From an optimization exercise on the open Yosys and OpenROAD flow, aimed at small area, a short achievable clock period and few clock cycles; shortcuts taken in it are not production practice. Where RTL was checked, it was by simulation tests only, not by an equivalence proof against the original. For run 2, only the layout was checked, not whether the RTL still works.

==> flow/design.v (outline; a module is shown in full before it is edited, if it fits) <==
// module rbm_top: 1006 lines
module rbm_top (
  input  logic                   finish,
  input  logic                   rst_n,
  input  rbm_pkg::feature_beat_t in_beat,
  input  logic                   in_valid,
  output logic                   in_ready,
  output rbm_pkg::rbm_result_t   out_result,
  output logic                   out_valid,
  input  logic                   out_ready
);
  // ...
==> flow/flow/run.sh <==
#!/bin/bash
# The standard layout, with its timing repair aimed below the clock period:
# repair_timing keeps working until the setup slack reaches SETUP_SLACK_MARGIN.
set -euo pipefail
bash standard.sh SETUP_SLACK_MARGIN=6.7 finish > standard.log 2>&1
==> flow/standard.sh <==
#!/bin/bash
# synth_recipe.tcl (not shown) runs the flow's synth.tcl, then flattens the netlist and writes it again
# the make line also repeats each setting of config.mk as NAME=value (left out here)
make -C /OpenROAD-flow-scripts/flow DESIGN_CONFIG=/design/flow/config.mk WORK_HOME=/design/flow/orfs CLKGATE_MAP_FILE= SYNTH_SCRIPT=/design/flow/synth_recipe.tcl "${@:-finish}"
==> flow/config.mk <==
export PLATFORM = sky130hd
export DESIGN_NAME = rbm_top
export DESIGN_NICKNAME = rbm_top
export VERILOG_FILES = /design/flow/design.v
export SDC_FILE = /design/flow/constraint.sdc
export NUM_CORES = 4
export LEC_CHECK = 0
export CAP_MARGIN = 75
export CORE_MARGIN = 2
export CORE_UTILIZATION = 40
export SLEW_MARGIN = 75
==> flow/constraint.sdc <==
create_clock -name core_clock -period 10.0 [get_ports {finish}]
set_input_delay 2.0000 -clock core_clock [delete_from_list [all_inputs] [get_ports {finish}]]
set_output_delay 2.0000 -clock core_clock [all_outputs]
set_load 0.01 [all_outputs]
==> impl_metrics.toml, run 1 <==
[sta]
worstMarginPinSlew_ns = 0.381
finalClockSkew_ns = 0.0155
final.min_clock_period_ns = 3.43
setup_viol = 0
final_critical_path_setup_slack_ns = 6.57
maxSlewViolCount = 0

[status]
outcome = "finished clean"

[die]
initial_core_util_pct = 40.8
fp.dieW_um = 217
die_h_um = 217

[min_path]
hold-path-endpoint = "s0[0]$_DFFE_PP_"

[setup_path]
cp.arrival_ns = 3.89
cp-startpoint = "last1$_DFF_P_"
path_cells = "buf_12 -> or2_4 -> buf_8 -> buf_12 -> a22o_1 -> fa_1 -> fa_1 -> fa_2 -> fa_2 -> fa_2"

[place]
routabilityCongestion = 0.811
dp_cells = 2380

[grt]
gr-total-overflow = 0
grt_max_degree = 64
grt_pass1_wl_um = 72900

[clock_network]
htree_num_levels = 2
cts-buffers-inserted = 34
holdBufCountCts = 0
cts_resized = 116
cts_root_buf = "clkbuf_16"

[cells_and_area]
largest_register = "acc"
design_area_um2 = 21300
nMultiInputCombCells = 1283
nNonClkBuffers = 135

[logic_synthesis]
async_flop_share_pct = 4.49
netlist_instances = 1821

[routing]
drc = 0
Testbench counts, summed over its fixed seeds: cycles 5,864.
==> run 2, diff against run 1 <==
--- a/flow/design.v
+++ b/flow/design.v
@@ -579,21 +579,21 @@
   assign a3_sum[19] = u3zs_77;
   always_ff @(posedge finish) begin
     acc[3] <= a3_sum;
     a3_pend <= a3_cout;
   end
   logic [19:0] a3_full;      
   assign a3_full = acc[3] + (({19'd0, a3_pend[0]} << 3) | ({19'd0, a3_pend[1]} << 6) | ({19'd0, a3_pend[2]} << 9) | ({19'd0, a3_pend[3]} << 12) | ({19'd0, a3_pend[4]} << 15) | ({19'd0, a3_pend[5]} << 18));
   logic [19:0] a4_r1, a4_r2, a4_base, a4_sum;
-  logic [5:0] a4_pend, a4_cin, a4_cout;
+  logic [8:0] a4_pend, a4_cin, a4_cout;
   assign a4_r1 = ({20{sa[4]}} & r1) | ({20{s32[4]}} & r32) | ({20{last1}} & r1);
   assign a4_r2 = nv | ({20{~last1n}} & r8);
   assign a4_base = (acc[4] & {20{first1n}}) | (20'h0008e & {20{first1}});
-  assign a4_cin = a4_pend & {6{first1n}};
+  assign a4_cin = a4_pend & {9{first1n}};
   logic [19:0] a4_r3;
   assign a4_r3 = {20{last1}} & r2;
   wire u4xs_1 = a4_base[0] ^ a4_r1[0] ^ a4_r3[0];
   wire u4xc_2 = (a4_base[0] & a4_r1[0]) | (a4_base[0] & a4_r3[0]) | (a4_r1[0] & a4_r3[0]);
   wire u4xs_3 = a4_base[1] ^ a4_r1[1] ^ a4_r3[1];
   wire u4xc_4 = (a4_base[1] & a4_r1[1]) | (a4_base[1] & a4_r3[1]) | (a4_r1[1] & a4_r3[1]);
   wire u4xs_5 = a4_base[2] ^ a4_r1[2] ^ a4_r3[2];
   wire u4xc_6 = (a4_base[2] & a4_r1[2]) | (a4_base[2] & a4_r3[2]) | (a4_r1[2] & a4_r3[2]);
@@ -668,56 +668,59 @@
   wire u4ys_75 = u4xs_35 ^ u4xc_34 ^ a4_r2[17];
   wire u4yc_76 = (u4xs_35 & u4xc_34) | (u4xs_35 & a4_r2[17]) | (u4xc_34 & a4_r2[17]);
   wire u4ys_77 = u4xs_37 ^ u4xc_36 ^ a4_r2[18];
   wire u4yc_78 = (u4xs_37 & u4xc_36) | (u4xs_37 & a4_r2[18]) | (u4xc_36 & a4_r2[18]);
   wire u4ys_79 = u4xs_39 ^ u4xc_38 ^ a4_r2[19];
   wire u4yc_80 = (u4xs_39 & u4xc_38) | (u4xs_39 & a4_r2[19]) | (u4xc_38 & a4_r2[19]);
   wire u4zs_81 = u4ys_43 ^ u4yc_42;
   wire u4zc_82 = u4ys_43 & u4yc_42;
-  wire u4zs_83 = u4ys_45 ^ u4yc_44 ^ u4zc_82;
-  wire u4zc_84 = (u4ys_45 & u4yc_44) | (u4ys_45 & u4zc_82) | (u4yc_44 & u4zc_82);
-  assign a4_cout[0] = u4zc_84;
-  wire u4zs_85 = u4ys_47 ^ u4yc_46 ^ a4_cin[0];
-  wire u4zc_86 = (u4ys_47 & u4yc_46) | (u4ys_47 & a4_cin[0]) | (u4yc_46 & a4_cin[0]);
-  wire u4zs_87 = u4ys_49 ^ u4yc_48 ^ u4zc_86;
-  wire u4zc_88 = (u4ys_49 & u4yc_48) | (u4ys_49 & u4zc_86) | (u4yc_48 & u4zc_86);
+  assign a4_cout[0] = u4zc_82;
+  wire u4zs_83 = u4ys_45 ^ u4yc_44 ^ a4_cin[0];
+  wire u4zc_84 = (u4ys_45 & u4yc_44) | (u4ys_45 & a4_cin[0]) | (u4yc_44 & a4_cin[0]);
+  wire u4zs_85 = u4ys_47 ^ u4yc_46 ^ u4zc_84;
+  wire u4zc_86 = (u4ys_47 & u4yc_46) | (u4ys_47 & u4zc_84) | (u4yc_46 & u4zc_84);
+  assign a4_cout[1] = u4zc_86;
+  wire u4zs_87 = u4ys_49 ^ u4yc_48 ^ a4_cin[1];
+  wire u4zc_88 = (u4ys_49 & u4yc_48) | (u4ys_49 & a4_cin[1]) | (u4yc_48 & a4_cin[1]);
   wire u4zs_89 = u4ys_51 ^ u4yc_50 ^ u4zc_88;
   wire u4zc_90 = (u4ys_51 & u4yc_50) | (u4ys_51 & u4zc_88) | (u4yc_50 & u4zc_88);
-  assign a4_cout[1] = u4zc_90;
-  wire u4zs_91 = u4ys_53 ^ u4yc_52 ^ a4_cin[1];
-  wire u4zc_92 = (u4ys_53 & u4yc_52) | (u4ys_53 & a4_cin[1]) | (u4yc_52 & a4_cin[1]);
+  assign a4_cout[2] = u4zc_90;
+  wire u4zs_91 = u4ys_53 ^ u4yc_52 ^ a4_cin[2];
+  wire u4zc_92 = (u4ys_53 & u4yc_52) | (u4ys_53 & a4_cin[2]) | (u4yc_52 & a4_cin[2]);
   wire u4zs_93 = u4ys_55 ^ u4yc_54 ^ u4zc_92;
   wire u4zc_94 = (u4ys_55 & u4yc_54) | (u4ys_55 & u4zc_92) | (u4yc_54 & u4zc_92);
-  wire u4zs_95 = u4ys_57 ^ u4yc_56 ^ u4zc_94;
-  wire u4zc_96 = (u4ys_57 & u4yc_56) | (u4ys_57 & u4zc_94) | (u4yc_56 & u4zc_94);
-  assign a4_cout[2] = u4zc_96;
-  wire u4zs_97 = u4ys_59 ^ u4yc_58 ^ a4_cin[2];
-  wire u4zc_98 = (u4ys_59 & u4yc_58) | (u4ys_59 & a4_cin[2]) | (u4yc_58 & a4_cin[2]);
-  wire u4zs_99 = u4ys_61 ^ u4yc_60 ^ u4zc_98;
-  wire u4zc_100 = (u4ys_61 & u4yc_60) | (u4ys_61 & u4zc_98) | (u4yc_60 & u4zc_98);
+  assign a4_cout[3] = u4zc_94;
+  wire u4zs_95 = u4ys_57 ^ u4yc_56 ^ a4_cin[3];
+  wire u4zc_96 = (u4ys_57 & u4yc_56) | (u4ys_57 & a4_cin[3]) | (u4yc_56 & a4_cin[3]);
+  wire u4zs_97 = u4ys_59 ^ u4yc_58 ^ u4zc_96;
+  wire u4zc_98 = (u4ys_59 & u4yc_58) | (u4ys_59 & u4zc_96) | (u4yc_58 & u4zc_96);
+  assign a4_cout[4] = u4zc_98;
+  wire u4zs_99 = u4ys_61 ^ u4yc_60 ^ a4_cin[4];
+  wire u4zc_100 = (u4ys_61 & u4yc_60) | (u4ys_61 & a4_cin[4]) | (u4yc_60 & a4_cin[4]);
   wire u4zs_101 = u4ys_63 ^ u4yc_62 ^ u4zc_100;
   wire u4zc_102 = (u4ys_63 & u4yc_62) | (u4ys_63 & u4zc_100) | (u4yc_62 & u4zc_100);
-  assign a4_cout[3] = u4zc_102;
-  wire u4zs_103 = u4ys_65 ^ u4yc_64 ^ a4_cin[3];
-  wire u4zc_104 = (u4ys_65 & u4yc_64) | (u4ys_65 & a4_cin[3]) | (u4yc_64 & a4_cin[3]);
+  assign a4_cout[5] = u4zc_102;
+  wire u4zs_103 = u4ys_65 ^ u4yc_64 ^ a4_cin[5];
+  wire u4zc_104 = (u4ys_65 & u4yc_64) | (u4ys_65 & a4_cin[5]) | (u4yc_64 & a4_cin[5]);
   wire u4zs_105 = u4ys_67 ^ u4yc_66 ^ u4zc_104;
   wire u4zc_106 = (u4ys_67 & u4yc_66) | (u4ys_67 & u4zc_104) | (u4yc_66 & u4zc_104);
-  wire u4zs_107 = u4ys_69 ^ u4yc_68 ^ u4zc_106;
-  wire u4zc_108 = (u4ys_69 & u4yc_68) | (u4ys_69 & u4zc_106) | (u4yc_68 & u4zc_106);
-  assign a4_cout[4] = u4zc_108;
-  wire u4zs_109 = u4ys_71 ^ u4yc_70 ^ a4_cin[4];
-  wire u4zc_110 = (u4ys_71 & u4yc_70) | (u4ys_71 & a4_cin[4]) | (u4yc_70 & a4_cin[4]);
-  wire u4zs_111 = u4ys_73 ^ u4yc_72 ^ u4zc_110;
-  wire u4zc_112 = (u4ys_73 & u4yc_72) | (u4ys_73 & u4zc_110) | (u4yc_72 & u4zc_110);
+  assign a4_cout[6] = u4zc_106;
+  wire u4zs_107 = u4ys_69 ^ u4yc_68 ^ a4_cin[6];
+  wire u4zc_108 = (u4ys_69 & u4yc_68) | (u4ys_69 & a4_cin[6]) | (u4yc_68 & a4_cin[6]);
+  wire u4zs_109 = u4ys_71 ^ u4yc_70 ^ u4zc_108;
+  wire u4zc_110 = (u4ys_71 & u4yc_70) | (u4ys_71 & u4zc_108) | (u4yc_70 & u4zc_108);
+  assign a4_cout[7] = u4zc_110;
+  wire u4zs_111 = u4ys_73 ^ u4yc_72 ^ a4_cin[7];
+  wire u4zc_112 = (u4ys_73 & u4yc_72) | (u4ys_73 & a4_cin[7]) | (u4yc_72 & a4_cin[7]);
   wire u4zs_113 = u4ys_75 ^ u4yc_74 ^ u4zc_112;
   wire u4zc_114 = (u4ys_75 & u4yc_74) | (u4ys_75 & u4zc_112) | (u4yc_74 & u4zc_112);
-  assign a4_cout[5] = u4zc_114;
-  wire u4zs_115 = u4ys_77 ^ u4yc_76 ^ a4_cin[5];
-  wire u4zc_116 = (u4ys_77 & u4yc_76) | (u4ys_77 & a4_cin[5]) | (u4yc_76 & a4_cin[5]);
+  assign a4_cout[8] = u4zc_114;
+  wire u4zs_115 = u4ys_77 ^ u4yc_76 ^ a4_cin[8];
+  wire u4zc_116 = (u4ys_77 & u4yc_76) | (u4ys_77 & a4_cin[8]) | (u4yc_76 & a4_cin[8]);
   wire u4zs_117 = u4ys_79 ^ u4yc_78 ^ u4zc_116;
   wire u4zc_118 = (u4ys_79 & u4yc_78) | (u4ys_79 & u4zc_116) | (u4yc_78 & u4zc_116);
   assign a4_sum[0] = u4ys_41;
   assign a4_sum[1] = u4zs_81;
   assign a4_sum[2] = u4zs_83;
   assign a4_sum[3] = u4zs_85;
   assign a4_sum[4] = u4zs_87;
   assign a4_sum[5] = u4zs_89;
@@ -735,17 +738,17 @@
   assign a4_sum[17] = u4zs_113;
   assign a4_sum[18] = u4zs_115;
   assign a4_sum[19] = u4zs_117;
   always_ff @(posedge finish) begin
     acc[4] <= a4_sum;
     a4_pend <= a4_cout;
   end
   logic [19:0] a4_full;      
-  assign a4_full = acc[4] + (({19'd0, a4_pend[0]} << 3) | ({19'd0, a4_pend[1]} << 6) | ({19'd0, a4_pend[2]} << 9) | ({19'd0, a4_pend[3]} << 12) | ({19'd0, a4_pend[4]} << 15) | ({19'd0, a4_pend[5]} << 18));
+  assign a4_full = acc[4] + (({19'd0, a4_pend[0]} << 2) | ({19'd0, a4_pend[1]} << 4) | ({19'd0, a4_pend[2]} << 6) | ({19'd0, a4_pend[3]} << 8) | ({19'd0, a4_pend[4]} << 10) | ({19'd0, a4_pend[5]} << 12) | ({19'd0, a4_pend[6]} << 14) | ({19'd0, a4_pend[7]} << 16) | ({19'd0, a4_pend[8]} << 18));
   logic [19:0] af [5];
   logic [7:0]  pc [5];
   assign af[0] = a0_full;
   assign af[1] = a1_full;
   assign af[2] = a2_full;
   assign af[3] = a3_full;
   assign af[4] = a4_full;
   for (genvar j = 0; j < 5; j++) begin : g_clamp
==> flow/flow/run.sh (replaced) <==
#!/bin/bash
# The standard layout, with its timing repair aimed below the clock period:
# repair_timing keeps working until the setup slack reaches SETUP_SLACK_MARGIN.
set -euo pipefail
bash standard.sh SETUP_SLACK_MARGIN=7.0 finish > standard.log 2>&1
==> impl_metrics.toml, run 2 <==
[logic_synthesis]
yosys-top-cells-count = "229 x dfxtp_1, 203 x fa_1, 182 x inv_1"
yosysTopAreaCell = "dfxtp_1"
syn-num-nets = 2193
async_flop_share_pct = 4.44
yosysMostFrequentCell = "dfxtp_1"
synth-seq-cells = 270
synth-edff-count = 29
netlist_instances = 1870
seq_area_frac_synth_pct = 31.3
yosysUniqueCellTypes = 79
avgSynthCellArea_um2 = 9.82
synth_area_leaders = "dfxtp_1 25%, fa_1 22%, ha_1 7.0%, edfxtp_1 4.7%, inv_1 3.7%"
yosys_warnings = 5
synth_flop_cell = "dfxtp_1"
synth_top_area_share_pct = 25.0
netlist_area_um2 = 18400

[place]
routabilityCongestion = 0.820
hpwl_um = 33100
dp_cells = 2446
port_buffers = 58

[clock_network]
cts_root_buf = "clkbuf_16"
cts.sink_count = 270
clockBufferDepth = 3
clkLatencyLatePin_ns = 0.55
path_clk_slew_ns = 0.06
cts-buffers-inserted = 35
holdBufCountCts = 0
cts_tree = "built"
htree_num_levels = 2

[grt]
antenna_found_initial = 0
gr-total-overflow = 0
grt_pass1_wl_um = 78600
track_usage_pct = 21.1
grt_max_degree = 45
grt_pass1_vias = 14379

[die]
num_rows = 78
core_um2 = 45400
initial_core_util_pct = 40.5
dieArea_um2 = 47700
fp.dieW_um = 218
top_level_ports = 60
die_h_um = 218

[cells_and_area]
largest_reg_flops = 100
nNetsFinal = 2336
final_common_cell = "dfxtp_1"
drive_gt1_share_pct = 24.7
final-seq-area_um2 = 5850
largest_register = "acc"
final_cell_mix = "202 x dfxtp_1, 167 x inv_1, 148 x fa_1"
multi_input_area_um2 = 12400
reg.largest.list = "acc: 100 flops, pr: 35 flops, r: 16 flops"
fill_cells = 4080
syn_to_final_growth_pct = 24.6
fin_cells = 2639

[status]
outcome = "finished clean"

[setup_path]
cp_max_fo = 3
cp_num_buf_inv = 2
cp-startpoint = "s1[13]$_DFFE_PP_"
slowest_stage = "edfxtp_1"
path_cells = "buf_4 -> buf_6"
critPathTopFamily = "flip-flops"
worstSetupEndpointType = "output pin"
r2r_start = "s0[1]$_DFFE_PP_"
rr_endpoint = "s0[13]$_DFFE_PP_"
cp.arrival_ns = 1.28
r2r_cells = 15
required_ns = 8.00
reg2reg_slack_ns = 6.82
start_kind = "register"
max_stage_delay_ns = 0.45
criticalPathCategory = "reg2out"

[routing]
drtIter0Drc = 717
drc = 0
wire_per_inst_um = 18.5
drt_wl_total_um = 48800
ant_nets = 0
drt_first_pass_iters = 7
vias_per_cell = 5.22
num_vias = 13785

[sta]
maxSlewViolCount = 0
grt_setup_unrepaired = "true"
setup_viol = 0
finalHoldViolCount = 0
fmax_ghz = 0.305
fin_crit_sh_pct = 32.8
max-slew-margin-rel_pct = 71.8
final.min_clock_period_ns = 3.28
worstMarginPinSlew_ns = 0.421
fin_tns_setup_ns = 0
finalClockSkew_ns = 0.0229

[min_path]
hold-path-endpoint = "s1[0]$_DFFE_PP_"
worstHoldPathType = "reg2reg"
holdCritStartpoint = "d1x[0]$_DFF_P_"
hold_depth = 0

[job]
cap_violations = 0
[run 2: worst max path at each step]
stage                          to  slack (ns)  cells past startpoint
6_report           out_result[38]        6.72                      2
5_1_grt            out_result[38]        6.68                      2
4_1_cts            out_result[40]        6.73                      2
3_5_place_dp   in_ready$_DFF_PN1_        6.19                     11
3_3_place_gp   in_ready$_DFF_PN1_        5.65                     11
2_1_floorplan  in_ready$_DFF_PN1_        6.60                     10
[run 2: through the flow]
step	cell area, µm²	utilization, %	hold WS [ns]	worst slack (ns)
finish	22900	50.4	0.402	6.72
CTS	22000	48.5	0.401	6.73
detailed placement	19900	43.8	0.391	6.19
global route	22900	50.4	0.400	6.68
floorplan	18600	-	0.371	6.60
global placement	19500	42.9	0.388	5.65
[run 2: per-layer routing]
metal,vias up,track usage (%),part of all wire (%),wire length [µm]
li1,6512,-,-,-
met1,6873,27.1,43,21200
met2,309,35.1,48,23600
met3,91,3.69,4.6,2240
met4,0,8.91,3.6,1780
met5,-,0,0,0
[run 2: cell type report]
class	instances	share of cell area (%)
inverter	183	3.12
antenna	1	0.0109
clock inverter	9	0.530
sequential	270	25.6
clock buffer	53	4.65
timing repair buffer	218	8.75
multi-input combinational	1305	54.1
tap	600	3.28
[run 2: logic make-up after synthesis]
family	count (synthesis)	share of synthesized area, %
simple gates	504	13.7
mux	5	0.286
compound gates	394	14.5
fa+ha+maj	306	29.1
flops	270	31.3
buf+inv	295	6.40
xor+xnor	96	4.58
[run 2: timing repair]
action / CTS / global route
resized for setup: 269 / 104
pin swaps: 61 / 69
cloned: 4 / 0
endpoints found under the setup margin: 119 / 106
buffers inserted: 83 / 40

==> re-timing with driven ports <==
In the flow no input, the clock included, has a driving cell. The finished layouts below were timed again as built, in two steps. Step 1 sets driving cells, clkbuf_16 on the clock port and buf_2 on the other inputs (assumed; they add their load-dependent delay and slew). Step 2 moves the port delays by t, midway between the first and last clock arrival at a register: inputs arrive t later, outputs are due t later. That takes back most of the time a late clock gives input paths. Three values: ideal ports, drivers, drivers and shift; two values: the first two.
run | shift t [ns] | slack for setup (ns) | worst setup path at the end
run 1 | 0.567 | 6.569 / 6.569 / 6.264 | input to register
run 2 | 0.593 | 6.722 / 6.664 / 6.436 | input to register
After both steps every run listed still meets setup and hold. The setup slack of run 1, which loses most, moves by 0.000 ns with the drivers and by -0.305 ns with both steps.
